Background: an optimization exercise with open tools, aiming at small area, a short achievable clock period and few clock cycles per item. Do not read the settings as production practice. Function was checked by simulation only, so behaviour that the tests miss may differ from the original.

==> v37 <==
// fft_stage_top
module fft_stage_top (
    input  logic        clk,
    input  logic        rstn,
    input  logic        in_valid,
    input  logic [51:0] in_a_re,
    input  logic [51:0] in_a_im,
    input  logic [51:0] in_b_re,
    input  logic [51:0] in_b_im,
    input  logic        out_credit,
    output logic        in_credit,
    output logic        out_valid,
    output logic [91:0] out_add_re,
    output logic [91:0] out_add_im,
    output logic [91:0] out_diff_re,
    output logic [91:0] out_diff_im
);
    logic         nonempty, send, s1_load, s2_load, v1_next, v2_next;
    logic [207:0] head;
    assign in_credit = send;
    always_ff @(posedge clk or negedge rstn) begin
        if (!rstn) out_valid <= 1'b0;
        else       out_valid <= send;
    end
    input_credit_buffer u_in_buf (
        .clk      (clk),
        .rstn     (rstn),
        .in_valid (in_valid),
        .in_block ({in_b_im, in_b_re, in_a_im, in_a_re}),
        .pop      (nonempty && s1_load),
        .nonempty (nonempty),
        .head     (head)
    );
    butterfly_stage u_bfly (
        .clk            (clk),
        .rstn           (rstn),
  ...
Settings: LEC_CHECK=0, CAP_MARGIN=20, CORE_MARGIN=2, CORE_UTILIZATION=40, CTS_CLUSTER_DIAMETER=150, CTS_CLUSTER_SIZE=24, SETUP_SLACK_MARGIN=4.0, SLEW_MARGIN=20; clock period 7.5 ns.
standard.sh (not shown) runs the stock make flow with config.mk's settings and CLKGATE_MAP_FILE= SYNTH_SCRIPT=/design/flow/synth_recipe.tcl, a recipe that flattens the netlist after the stock synthesis.
==> flow/flow/run.sh <==
#!/bin/bash
# The standard layout, with the port buffers that buffer_ports inserts made
# plain sky130 buffers (buf_2) instead of its default delay cell.
set -euo pipefail
export BUFFER_PORTS_ARGS="-buffer_cell sky130_fd_sc_hd__buf_2"
bash standard.sh > standard_flow.log 2>&1
==> inputs of v15, as changes to v37 <==
--- a/flow/design.v
+++ b/flow/design.v
@@ -3530,12 +3530,62 @@
     wire n842 = (n777 & n779) | (n840 & n839);
     assign p_im_lo = {n841, n838, n835, n832};
     assign p_im_c = n842;
     assign p_im_a = {1'b1, n769, n828, n825, n822, n819, n816, n813, n810, n807, n804, n801, n798, n795, n792, n789, n786, n783, n780};
     assign p_im_b = {1'b0, n831, n830, n827, n824, n821, n818, n815, n812, n809, n806, n803, n800, n797, n794, n791, n788, n785, n782};
 endmodule
+module add14_bk (input logic [13:0] a, input logic [13:0] b, input logic ci, output logic [13:0] y);
+    logic [14:0] p, g;
+    assign p = {a ^ b, 1'b0};
+    assign g = {a & b, ci};
+    wire G0 = g[1] | (p[1] & g[0]);
+    wire P0 = p[1] & p[0];
+    wire G1 = g[3] | (p[3] & g[2]);
+    wire P1 = p[3] & p[2];
+    wire G2 = g[5] | (p[5] & g[4]);
+    wire P2 = p[5] & p[4];
+    wire G3 = g[7] | (p[7] & g[6]);
+    wire P3 = p[7] & p[6];
+    wire G4 = g[9] | (p[9] & g[8]);
+    wire P4 = p[9] & p[8];
+    wire G5 = g[11] | (p[11] & g[10]);
+    wire P5 = p[11] & p[10];
+    wire G6 = g[13] | (p[13] & g[12]);
+    wire P6 = p[13] & p[12];
+    wire G7 = G1 | (P1 & G0);
+    wire P7 = P1 & P0;
+    wire G8 = G3 | (P3 & G2);
+    wire P8 = P3 & P2;
+    wire G9 = G5 | (P5 & G4);
+    wire P9 = P5 & P4;
+    wire G10 = G8 | (P8 & G7);
+    wire P10 = P8 & P7;
+    wire G11 = G9 | (P9 & G10);
+    wire P11 = P9 & P10;
+    wire G12 = G2 | (P2 & G7);
+    wire P12 = P2 & P7;
+    wire G13 = G4 | (P4 & G10);
+    wire P13 = P4 & P10;
+    wire G14 = G6 | (P6 & G11);
+    wire P14 = P6 & P11;
+    wire G15 = g[2] | (p[2] & G0);
+    wire P15 = p[2] & P0;
+    wire G16 = g[4] | (p[4] & G7);
+    wire P16 = p[4] & P7;
+    wire G17 = g[6] | (p[6] & G12);
+    wire P17 = p[6] & P12;
+    wire G18 = g[8] | (p[8] & G10);
+    wire P18 = p[8] & P10;
+    wire G19 = g[10] | (p[10] & G13);
+    wire P19 = p[10] & P13;
+    wire G20 = g[12] | (p[12] & G11);
+    wire P20 = p[12] & P11;
+    wire G21 = g[14] | (p[14] & G14);
+    wire P21 = p[14] & P14;
+    assign y = {p[14] ^ G14, p[13] ^ G20, p[12] ^ G11, p[11] ^ G19, p[10] ^ G13, p[9] ^ G18, p[8] ^ G10, p[7] ^ G17, p[6] ^ G12, p[5] ^ G16, p[4] ^ G7, p[3] ^ G15, p[2] ^ G0, p[1] ^ g[0]};
+endmodule
 module add_hi_bk (input logic [18:0] a, input logic [18:0] b, input logic ci, output logic [18:0] y);
     logic [19:0] p, g;
     assign p = {a ^ b, 1'b0};
     assign g = {a & b, ci};
     wire G0 = g[1] | (p[1] & g[0]);
     wire P0 = p[1] & p[0];
@@ -3622,15 +3672,14 @@
     output logic [91:0] res_diff_re,
     output logic [91:0] res_diff_im
 );
     localparam int LO = 4;         
     localparam int HI = 23 - LO;
     logic [55:0] sum_re, sum_im, dif_re, dif_im;
-    logic [2:0]  blk_idx, blk_d1, blk_s1;
+    logic [2:0]  blk_idx, blk_d1;
     logic        v1, v2;
-    assign blk_s1 = s1_load ? blk_idx : blk_d1;
     assign v1_next = s1_load ? pair_valid : v1;
     assign v2_next = s2_load ? v1 : v2;
     always_ff @(posedge clk or negedge rstn) begin
         if (!rstn) begin
             blk_idx <= '0;
             v1      <= 1'b0;
@@ -3638,73 +3687,78 @@
         end else begin
             v1 <= v1_next;
             v2 <= v2_next;
             if (pair_valid && s1_load) blk_idx <= blk_idx + 3'd1;
         end
     end
+    logic [55:0] sum_re_n, sum_im_n, dif_re_n, dif_im_n;
+    for (genvar i = 0; i < 4; i++) begin : g_bfly
+        logic [13:0] ar, ai, br, bi;
+        assign ar = {pair_a_re[i*13+12], pair_a_re[i*13 +: 13]};
+        assign ai = {pair_a_im[i*13+12], pair_a_im[i*13 +: 13]};
+        assign br = {pair_b_re[i*13+12], pair_b_re[i*13 +: 13]};
+        assign bi = {pair_b_im[i*13+12], pair_b_im[i*13 +: 13]};
+        add14_bk u_sr (.a(ar), .b(br),  .ci(1'b0), .y(sum_re_n[i*14 +: 14]));
+        add14_bk u_si (.a(ai), .b(bi),  .ci(1'b0), .y(sum_im_n[i*14 +: 14]));
+        add14_bk u_dr (.a(ar), .b(~br), .ci(1'b1), .y(dif_re_n[i*14 +: 14]));
+        add14_bk u_di (.a(ai), .b(~bi), .ci(1'b1), .y(dif_im_n[i*14 +: 14]));
+    end
     always_ff @(posedge clk) begin
-        blk_d1 <= blk_s1;
         if (s1_load) begin
-            for (int i = 0; i < 4; i++) begin
-                sum_re[i*14 +: 14] <= 14'($signed(pair_a_re[i*13 +: 13])) + 14'($signed(pair_b_re[i*13 +: 13]));
-                sum_im[i*14 +: 14] <= 14'($signed(pair_a_im[i*13 +: 13])) + 14'($signed(pair_b_im[i*13 +: 13]));
-                dif_re[i*14 +: 14] <= 14'($signed(pair_a_re[i*13 +: 13])) - 14'($signed(pair_b_re[i*13 +: 13]));
-                dif_im[i*14 +: 14] <= 14'($signed(pair_a_im[i*13 +: 13])) - 14'($signed(pair_b_im[i*13 +: 13]));
-            end
+            blk_d1 <= blk_idx;
+            sum_re <= sum_re_n;
+            sum_im <= sum_im_n;
+            dif_re <= dif_re_n;
+            dif_im <= dif_im_n;
         end
     end
     logic [LO-1:0] lo   [4][4], lo_r [4][4];
     logic          cy   [4][4], cy_r [4][4];
     logic [HI-1:0] ca   [4][4], ca_r [4][4];
     logic [HI-1:0] cb   [4][4], cb_r [4][4];
     logic [HI-1:0] hi   [4][4];
     for (genvar l = 0; l < 4; l++) begin : g_lane
-        logic [11:0] sel_re, sel_im, sel_nim;           
-        logic [11:0] a_re, a_im, a_nim, n_re, n_im, n_nim;    
-        always_ff @(posedge clk) begin
-            a_re <= sel_re;   a_im <= sel_im;   a_nim <= sel_nim;
-            n_re <= ~sel_re;  n_im <= ~sel_im;  n_nim <= ~sel_nim;
-        end
+        logic [11:0] sel_re, sel_im, sel_nim;
         if (l == 0) begin : g_l0
-            twiddle_rom_l0 u_rom (.blk(blk_s1), .sel_re(sel_re), .sel_im(sel_im), .sel_nim(sel_nim));
+            twiddle_rom_l0 u_rom (.blk(blk_d1), .sel_re(sel_re), .sel_im(sel_im), .sel_nim(sel_nim));
             twiddle_mul_l0 u_add (.d_re(sum_re[l*14 +: 14]), .d_im(sum_im[l*14 +: 14]),
-                .sel_re(a_re), .sel_im(a_im), .sel_nim(a_nim),
+                .sel_re(sel_re), .sel_im(sel_im), .sel_nim(sel_nim),
                 .p_re_lo(lo[l][0]), .p_re_c(cy[l][0]), .p_re_a(ca[l][0]), .p_re_b(cb[l][0]),
                 .p_im_lo(lo[l][1]), .p_im_c(cy[l][1]), .p_im_a(ca[l][1]), .p_im_b(cb[l][1]));
             twiddle_mul_l0 u_dif (.d_re(dif_re[l*14 +: 14]), .d_im(dif_im[l*14 +: 14]),
-                .sel_re(~n_re), .sel_im(~n_im), .sel_nim(~n_nim),
+                .sel_re(sel_re), .sel_im(sel_im), .sel_nim(sel_nim),
                 .p_re_lo(lo[l][2]), .p_re_c(cy[l][2]), .p_re_a(ca[l][2]), .p_re_b(cb[l][2]),
                 .p_im_lo(lo[l][3]), .p_im_c(cy[l][3]), .p_im_a(ca[l][3]), .p_im_b(cb[l][3]));
         end else if (l == 1) begin : g_l1
-            twiddle_rom_l1 u_rom (.blk(blk_s1), .sel_re(sel_re), .sel_im(sel_im), .sel_nim(sel_nim));
+            twiddle_rom_l1 u_rom (.blk(blk_d1), .sel_re(sel_re), .sel_im(sel_im), .sel_nim(sel_nim));
             twiddle_mul_l1 u_add (.d_re(sum_re[l*14 +: 14]), .d_im(sum_im[l*14 +: 14]),
-                .sel_re(a_re), .sel_im(a_im), .sel_nim(a_nim),
+                .sel_re(sel_re), .sel_im(sel_im), .sel_nim(sel_nim),
                 .p_re_lo(lo[l][0]), .p_re_c(cy[l][0]), .p_re_a(ca[l][0]), .p_re_b(cb[l][0]),
                 .p_im_lo(lo[l][1]), .p_im_c(cy[l][1]), .p_im_a(ca[l][1]), .p_im_b(cb[l][1]));
             twiddle_mul_l1 u_dif (.d_re(dif_re[l*14 +: 14]), .d_im(dif_im[l*14 +: 14]),
-                .sel_re(~n_re), .sel_im(~n_im), .sel_nim(~n_nim),
+                .sel_re(sel_re), .sel_im(sel_im), .sel_nim(sel_nim),
                 .p_re_lo(lo[l][2]), .p_re_c(cy[l][2]), .p_re_a(ca[l][2]), .p_re_b(cb[l][2]),
                 .p_im_lo(lo[l][3]), .p_im_c(cy[l][3]), .p_im_a(ca[l][3]), .p_im_b(cb[l][3]));
         end else if (l == 2) begin : g_l2
-            twiddle_rom_l2 u_rom (.blk(blk_s1), .sel_re(sel_re), .sel_im(sel_im), .sel_nim(sel_nim));
+            twiddle_rom_l2 u_rom (.blk(blk_d1), .sel_re(sel_re), .sel_im(sel_im), .sel_nim(sel_nim));
             twiddle_mul_l2 u_add (.d_re(sum_re[l*14 +: 14]), .d_im(sum_im[l*14 +: 14]),
-                .sel_re(a_re), .sel_im(a_im), .sel_nim(a_nim),
+                .sel_re(sel_re), .sel_im(sel_im), .sel_nim(sel_nim),
                 .p_re_lo(lo[l][0]), .p_re_c(cy[l][0]), .p_re_a(ca[l][0]), .p_re_b(cb[l][0]),
                 .p_im_lo(lo[l][1]), .p_im_c(cy[l][1]), .p_im_a(ca[l][1]), .p_im_b(cb[l][1]));
             twiddle_mul_l2 u_dif (.d_re(dif_re[l*14 +: 14]), .d_im(dif_im[l*14 +: 14]),
-                .sel_re(~n_re), .sel_im(~n_im), .sel_nim(~n_nim),
+                .sel_re(sel_re), .sel_im(sel_im), .sel_nim(sel_nim),
                 .p_re_lo(lo[l][2]), .p_re_c(cy[l][2]), .p_re_a(ca[l][2]), .p_re_b(cb[l][2]),
                 .p_im_lo(lo[l][3]), .p_im_c(cy[l][3]), .p_im_a(ca[l][3]), .p_im_b(cb[l][3]));
         end else begin : g_l3
-            twiddle_rom_l3 u_rom (.blk(blk_s1), .sel_re(sel_re), .sel_im(sel_im), .sel_nim(sel_nim));
+            twiddle_rom_l3 u_rom (.blk(blk_d1), .sel_re(sel_re), .sel_im(sel_im), .sel_nim(sel_nim));
             twiddle_mul_l3 u_add (.d_re(sum_re[l*14 +: 14]), .d_im(sum_im[l*14 +: 14]),
-                .sel_re(a_re), .sel_im(a_im), .sel_nim(a_nim),
+                .sel_re(sel_re), .sel_im(sel_im), .sel_nim(sel_nim),
                 .p_re_lo(lo[l][0]), .p_re_c(cy[l][0]), .p_re_a(ca[l][0]), .p_re_b(cb[l][0]),
                 .p_im_lo(lo[l][1]), .p_im_c(cy[l][1]), .p_im_a(ca[l][1]), .p_im_b(cb[l][1]));
             twiddle_mul_l3 u_dif (.d_re(dif_re[l*14 +: 14]), .d_im(dif_im[l*14 +: 14]),
-                .sel_re(~n_re), .sel_im(~n_im), .sel_nim(~n_nim),
+                .sel_re(sel_re), .sel_im(sel_im), .sel_nim(sel_nim),
                 .p_re_lo(lo[l][2]), .p_re_c(cy[l][2]), .p_re_a(ca[l][2]), .p_re_b(cb[l][2]),
                 .p_im_lo(lo[l][3]), .p_im_c(cy[l][3]), .p_im_a(ca[l][3]), .p_im_b(cb[l][3]));
         end
         for (genvar o = 0; o < 4; o++) begin : g_out
             logic [HI-1:0] hi_n;
             add_hi_bk u_cpa (.a(ca_r[l][o]), .b(cb_r[l][o]), .ci(~cy_r[l][o]), .y(hi_n));
==> flow/config.mk (replaced) <==
export PLATFORM = sky130hd
export DESIGN_NAME = fft_stage_top
export DESIGN_NICKNAME = fft_stage_top
export VERILOG_FILES = /design/flow/design.v
export SDC_FILE = /design/flow/constraint.sdc
export NUM_CORES = 4
export LEC_CHECK = 0
export CAP_MARGIN = 20
export CORE_MARGIN = 2
export CORE_UTILIZATION = 45
export CTS_CLUSTER_DIAMETER = 150
export CTS_CLUSTER_SIZE = 24
export SETUP_SLACK_MARGIN = 4.0
export SLEW_MARGIN = 20
==> inputs of v13, as changes to v37 <==
--- a/flow/design.v
+++ b/flow/design.v
@@ -3530,12 +3530,62 @@
     wire n842 = (n777 & n779) | (n840 & n839);
     assign p_im_lo = {n841, n838, n835, n832};
     assign p_im_c = n842;
     assign p_im_a = {1'b1, n769, n828, n825, n822, n819, n816, n813, n810, n807, n804, n801, n798, n795, n792, n789, n786, n783, n780};
     assign p_im_b = {1'b0, n831, n830, n827, n824, n821, n818, n815, n812, n809, n806, n803, n800, n797, n794, n791, n788, n785, n782};
 endmodule
+module add14_bk (input logic [13:0] a, input logic [13:0] b, input logic ci, output logic [13:0] y);
+    logic [14:0] p, g;
+    assign p = {a ^ b, 1'b0};
+    assign g = {a & b, ci};
+    wire G0 = g[1] | (p[1] & g[0]);
+    wire P0 = p[1] & p[0];
+    wire G1 = g[3] | (p[3] & g[2]);
+    wire P1 = p[3] & p[2];
+    wire G2 = g[5] | (p[5] & g[4]);
+    wire P2 = p[5] & p[4];
+    wire G3 = g[7] | (p[7] & g[6]);
+    wire P3 = p[7] & p[6];
+    wire G4 = g[9] | (p[9] & g[8]);
+    wire P4 = p[9] & p[8];
+    wire G5 = g[11] | (p[11] & g[10]);
+    wire P5 = p[11] & p[10];
+    wire G6 = g[13] | (p[13] & g[12]);
+    wire P6 = p[13] & p[12];
+    wire G7 = G1 | (P1 & G0);
+    wire P7 = P1 & P0;
+    wire G8 = G3 | (P3 & G2);
+    wire P8 = P3 & P2;
+    wire G9 = G5 | (P5 & G4);
+    wire P9 = P5 & P4;
+    wire G10 = G8 | (P8 & G7);
+    wire P10 = P8 & P7;
+    wire G11 = G9 | (P9 & G10);
+    wire P11 = P9 & P10;
+    wire G12 = G2 | (P2 & G7);
+    wire P12 = P2 & P7;
+    wire G13 = G4 | (P4 & G10);
+    wire P13 = P4 & P10;
+    wire G14 = G6 | (P6 & G11);
+    wire P14 = P6 & P11;
+    wire G15 = g[2] | (p[2] & G0);
+    wire P15 = p[2] & P0;
+    wire G16 = g[4] | (p[4] & G7);
+    wire P16 = p[4] & P7;
+    wire G17 = g[6] | (p[6] & G12);
+    wire P17 = p[6] & P12;
+    wire G18 = g[8] | (p[8] & G10);
+    wire P18 = p[8] & P10;
+    wire G19 = g[10] | (p[10] & G13);
+    wire P19 = p[10] & P13;
+    wire G20 = g[12] | (p[12] & G11);
+    wire P20 = p[12] & P11;
+    wire G21 = g[14] | (p[14] & G14);
+    wire P21 = p[14] & P14;
+    assign y = {p[14] ^ G14, p[13] ^ G20, p[12] ^ G11, p[11] ^ G19, p[10] ^ G13, p[9] ^ G18, p[8] ^ G10, p[7] ^ G17, p[6] ^ G12, p[5] ^ G16, p[4] ^ G7, p[3] ^ G15, p[2] ^ G0, p[1] ^ g[0]};
+endmodule
 module add_hi_bk (input logic [18:0] a, input logic [18:0] b, input logic ci, output logic [18:0] y);
     logic [19:0] p, g;
     assign p = {a ^ b, 1'b0};
     assign g = {a & b, ci};
     wire G0 = g[1] | (p[1] & g[0]);
     wire P0 = p[1] & p[0];
@@ -3622,15 +3672,14 @@
     output logic [91:0] res_diff_re,
     output logic [91:0] res_diff_im
 );
     localparam int LO = 4;         
     localparam int HI = 23 - LO;
     logic [55:0] sum_re, sum_im, dif_re, dif_im;
-    logic [2:0]  blk_idx, blk_d1, blk_s1;
+    logic [2:0]  blk_idx, blk_d1;
     logic        v1, v2;
-    assign blk_s1 = s1_load ? blk_idx : blk_d1;
     assign v1_next = s1_load ? pair_valid : v1;
     assign v2_next = s2_load ? v1 : v2;
     always_ff @(posedge clk or negedge rstn) begin
         if (!rstn) begin
             blk_idx <= '0;
             v1      <= 1'b0;
@@ -3638,73 +3687,78 @@
         end else begin
             v1 <= v1_next;
             v2 <= v2_next;
             if (pair_valid && s1_load) blk_idx <= blk_idx + 3'd1;
         end
     end
+    logic [55:0] sum_re_n, sum_im_n, dif_re_n, dif_im_n;
+    for (genvar i = 0; i < 4; i++) begin : g_bfly
+        logic [13:0] ar, ai, br, bi;
+        assign ar = {pair_a_re[i*13+12], pair_a_re[i*13 +: 13]};
+        assign ai = {pair_a_im[i*13+12], pair_a_im[i*13 +: 13]};
+        assign br = {pair_b_re[i*13+12], pair_b_re[i*13 +: 13]};
+        assign bi = {pair_b_im[i*13+12], pair_b_im[i*13 +: 13]};
+        add14_bk u_sr (.a(ar), .b(br),  .ci(1'b0), .y(sum_re_n[i*14 +: 14]));
+        add14_bk u_si (.a(ai), .b(bi),  .ci(1'b0), .y(sum_im_n[i*14 +: 14]));
+        add14_bk u_dr (.a(ar), .b(~br), .ci(1'b1), .y(dif_re_n[i*14 +: 14]));
+        add14_bk u_di (.a(ai), .b(~bi), .ci(1'b1), .y(dif_im_n[i*14 +: 14]));
+    end
     always_ff @(posedge clk) begin
-        blk_d1 <= blk_s1;
         if (s1_load) begin
-            for (int i = 0; i < 4; i++) begin
-                sum_re[i*14 +: 14] <= 14'($signed(pair_a_re[i*13 +: 13])) + 14'($signed(pair_b_re[i*13 +: 13]));
-                sum_im[i*14 +: 14] <= 14'($signed(pair_a_im[i*13 +: 13])) + 14'($signed(pair_b_im[i*13 +: 13]));
-                dif_re[i*14 +: 14] <= 14'($signed(pair_a_re[i*13 +: 13])) - 14'($signed(pair_b_re[i*13 +: 13]));
-                dif_im[i*14 +: 14] <= 14'($signed(pair_a_im[i*13 +: 13])) - 14'($signed(pair_b_im[i*13 +: 13]));
-            end
+            blk_d1 <= blk_idx;
+            sum_re <= sum_re_n;
+            sum_im <= sum_im_n;
+            dif_re <= dif_re_n;
+            dif_im <= dif_im_n;
         end
     end
     logic [LO-1:0] lo   [4][4], lo_r [4][4];
     logic          cy   [4][4], cy_r [4][4];
     logic [HI-1:0] ca   [4][4], ca_r [4][4];
     logic [HI-1:0] cb   [4][4], cb_r [4][4];
     logic [HI-1:0] hi   [4][4];
     for (genvar l = 0; l < 4; l++) begin : g_lane
-        logic [11:0] sel_re, sel_im, sel_nim;           
-        logic [11:0] a_re, a_im, a_nim, n_re, n_im, n_nim;    
-        always_ff @(posedge clk) begin
-            a_re <= sel_re;   a_im <= sel_im;   a_nim <= sel_nim;
-            n_re <= ~sel_re;  n_im <= ~sel_im;  n_nim <= ~sel_nim;
-        end
+        logic [11:0] sel_re, sel_im, sel_nim;
         if (l == 0) begin : g_l0
-            twiddle_rom_l0 u_rom (.blk(blk_s1), .sel_re(sel_re), .sel_im(sel_im), .sel_nim(sel_nim));
+            twiddle_rom_l0 u_rom (.blk(blk_d1), .sel_re(sel_re), .sel_im(sel_im), .sel_nim(sel_nim));
             twiddle_mul_l0 u_add (.d_re(sum_re[l*14 +: 14]), .d_im(sum_im[l*14 +: 14]),
-                .sel_re(a_re), .sel_im(a_im), .sel_nim(a_nim),
+                .sel_re(sel_re), .sel_im(sel_im), .sel_nim(sel_nim),
                 .p_re_lo(lo[l][0]), .p_re_c(cy[l][0]), .p_re_a(ca[l][0]), .p_re_b(cb[l][0]),
                 .p_im_lo(lo[l][1]), .p_im_c(cy[l][1]), .p_im_a(ca[l][1]), .p_im_b(cb[l][1]));
             twiddle_mul_l0 u_dif (.d_re(dif_re[l*14 +: 14]), .d_im(dif_im[l*14 +: 14]),
-                .sel_re(~n_re), .sel_im(~n_im), .sel_nim(~n_nim),
+                .sel_re(sel_re), .sel_im(sel_im), .sel_nim(sel_nim),
                 .p_re_lo(lo[l][2]), .p_re_c(cy[l][2]), .p_re_a(ca[l][2]), .p_re_b(cb[l][2]),
                 .p_im_lo(lo[l][3]), .p_im_c(cy[l][3]), .p_im_a(ca[l][3]), .p_im_b(cb[l][3]));
         end else if (l == 1) begin : g_l1
-            twiddle_rom_l1 u_rom (.blk(blk_s1), .sel_re(sel_re), .sel_im(sel_im), .sel_nim(sel_nim));
+            twiddle_rom_l1 u_rom (.blk(blk_d1), .sel_re(sel_re), .sel_im(sel_im), .sel_nim(sel_nim));
             twiddle_mul_l1 u_add (.d_re(sum_re[l*14 +: 14]), .d_im(sum_im[l*14 +: 14]),
-                .sel_re(a_re), .sel_im(a_im), .sel_nim(a_nim),
+                .sel_re(sel_re), .sel_im(sel_im), .sel_nim(sel_nim),
                 .p_re_lo(lo[l][0]), .p_re_c(cy[l][0]), .p_re_a(ca[l][0]), .p_re_b(cb[l][0]),
                 .p_im_lo(lo[l][1]), .p_im_c(cy[l][1]), .p_im_a(ca[l][1]), .p_im_b(cb[l][1]));
             twiddle_mul_l1 u_dif (.d_re(dif_re[l*14 +: 14]), .d_im(dif_im[l*14 +: 14]),
-                .sel_re(~n_re), .sel_im(~n_im), .sel_nim(~n_nim),
+                .sel_re(sel_re), .sel_im(sel_im), .sel_nim(sel_nim),
                 .p_re_lo(lo[l][2]), .p_re_c(cy[l][2]), .p_re_a(ca[l][2]), .p_re_b(cb[l][2]),
                 .p_im_lo(lo[l][3]), .p_im_c(cy[l][3]), .p_im_a(ca[l][3]), .p_im_b(cb[l][3]));
         end else if (l == 2) begin : g_l2
-            twiddle_rom_l2 u_rom (.blk(blk_s1), .sel_re(sel_re), .sel_im(sel_im), .sel_nim(sel_nim));
+            twiddle_rom_l2 u_rom (.blk(blk_d1), .sel_re(sel_re), .sel_im(sel_im), .sel_nim(sel_nim));
             twiddle_mul_l2 u_add (.d_re(sum_re[l*14 +: 14]), .d_im(sum_im[l*14 +: 14]),
-                .sel_re(a_re), .sel_im(a_im), .sel_nim(a_nim),
+                .sel_re(sel_re), .sel_im(sel_im), .sel_nim(sel_nim),
                 .p_re_lo(lo[l][0]), .p_re_c(cy[l][0]), .p_re_a(ca[l][0]), .p_re_b(cb[l][0]),
                 .p_im_lo(lo[l][1]), .p_im_c(cy[l][1]), .p_im_a(ca[l][1]), .p_im_b(cb[l][1]));
             twiddle_mul_l2 u_dif (.d_re(dif_re[l*14 +: 14]), .d_im(dif_im[l*14 +: 14]),
-                .sel_re(~n_re), .sel_im(~n_im), .sel_nim(~n_nim),
+                .sel_re(sel_re), .sel_im(sel_im), .sel_nim(sel_nim),
                 .p_re_lo(lo[l][2]), .p_re_c(cy[l][2]), .p_re_a(ca[l][2]), .p_re_b(cb[l][2]),
                 .p_im_lo(lo[l][3]), .p_im_c(cy[l][3]), .p_im_a(ca[l][3]), .p_im_b(cb[l][3]));
         end else begin : g_l3
-            twiddle_rom_l3 u_rom (.blk(blk_s1), .sel_re(sel_re), .sel_im(sel_im), .sel_nim(sel_nim));
+            twiddle_rom_l3 u_rom (.blk(blk_d1), .sel_re(sel_re), .sel_im(sel_im), .sel_nim(sel_nim));
             twiddle_mul_l3 u_add (.d_re(sum_re[l*14 +: 14]), .d_im(sum_im[l*14 +: 14]),
-                .sel_re(a_re), .sel_im(a_im), .sel_nim(a_nim),
+                .sel_re(sel_re), .sel_im(sel_im), .sel_nim(sel_nim),
                 .p_re_lo(lo[l][0]), .p_re_c(cy[l][0]), .p_re_a(ca[l][0]), .p_re_b(cb[l][0]),
                 .p_im_lo(lo[l][1]), .p_im_c(cy[l][1]), .p_im_a(ca[l][1]), .p_im_b(cb[l][1]));
             twiddle_mul_l3 u_dif (.d_re(dif_re[l*14 +: 14]), .d_im(dif_im[l*14 +: 14]),
-                .sel_re(~n_re), .sel_im(~n_im), .sel_nim(~n_nim),
+                .sel_re(sel_re), .sel_im(sel_im), .sel_nim(sel_nim),
                 .p_re_lo(lo[l][2]), .p_re_c(cy[l][2]), .p_re_a(ca[l][2]), .p_re_b(cb[l][2]),
                 .p_im_lo(lo[l][3]), .p_im_c(cy[l][3]), .p_im_a(ca[l][3]), .p_im_b(cb[l][3]));
         end
         for (genvar o = 0; o < 4; o++) begin : g_out
             logic [HI-1:0] hi_n;
             add_hi_bk u_cpa (.a(ca_r[l][o]), .b(cb_r[l][o]), .ci(~cy_r[l][o]), .y(hi_n));
--- a/flow/config.mk
+++ b/flow/config.mk
@@ -5,10 +5,10 @@
 export SDC_FILE = /design/flow/constraint.sdc
 export NUM_CORES = 4
 export LEC_CHECK = 0
 export CAP_MARGIN = 20
 export CORE_MARGIN = 2
 export CORE_UTILIZATION = 40
-export CTS_CLUSTER_DIAMETER = 150
-export CTS_CLUSTER_SIZE = 24
+export CTS_CLUSTER_DIAMETER = 120
+export CTS_CLUSTER_SIZE = 20
 export SETUP_SLACK_MARGIN = 4.0
 export SLEW_MARGIN = 20
==> notes <==
Between v13 and v37, the lower non-clock buffer count is in v37 (gap 98). Against v15, the fmax of v13 is higher by about 0.22%. In v15 the final cell count is smaller than in v13, by about 3.4%. Between v15 and v37, the lower register-to-register slack is in v15 (gap 0.02 ns). v13 passed the timing, design-rule and antenna checks. v15 completed with no timing, DRC or antenna violations. v37 finished clean. In v37 the flip-flop and latch count is higher than in v13, by 68. Cell area, highest first: v37, v13, v15.
Testbench counts of v37, summed over its fixed seeds: cycles 3,232, blocks 3,200.
Testbench counts of v15, summed over its fixed seeds: cycles 3,232, blocks 3,200.
Testbench counts of v13, summed over its fixed seeds: cycles 3,232, blocks 3,200.

==> what the ideal ports hide <==
Ports are ideal in the flow. The routed layouts listed here were re-timed in OpenROAD. Step 1 assumes that a clkbuf_16 drives the clock port and a buf_2 every other input. Step 2 moves the port delays by t, midway between the first and last clock arrival at a register: inputs arrive t later, outputs are due t later. That takes back most of the time a late clock gives input paths. a / b / c = no drivers / after step 1 / after step 2; a / b = the first two.
run	t, ns	setup WS [ns]	hold WS [ns]
v37	0.978	4.011 / 4.011 / 4.011	0.314 / 0.314 / 0.314
v15	0.957	3.989 / 3.989 / 3.989	0.343 / 0.343 / 0.343
v13	1.005	3.996 / 3.996 / 3.996	0.337 / 0.337 / 0.337
After both steps setup and hold are still met in every run listed.
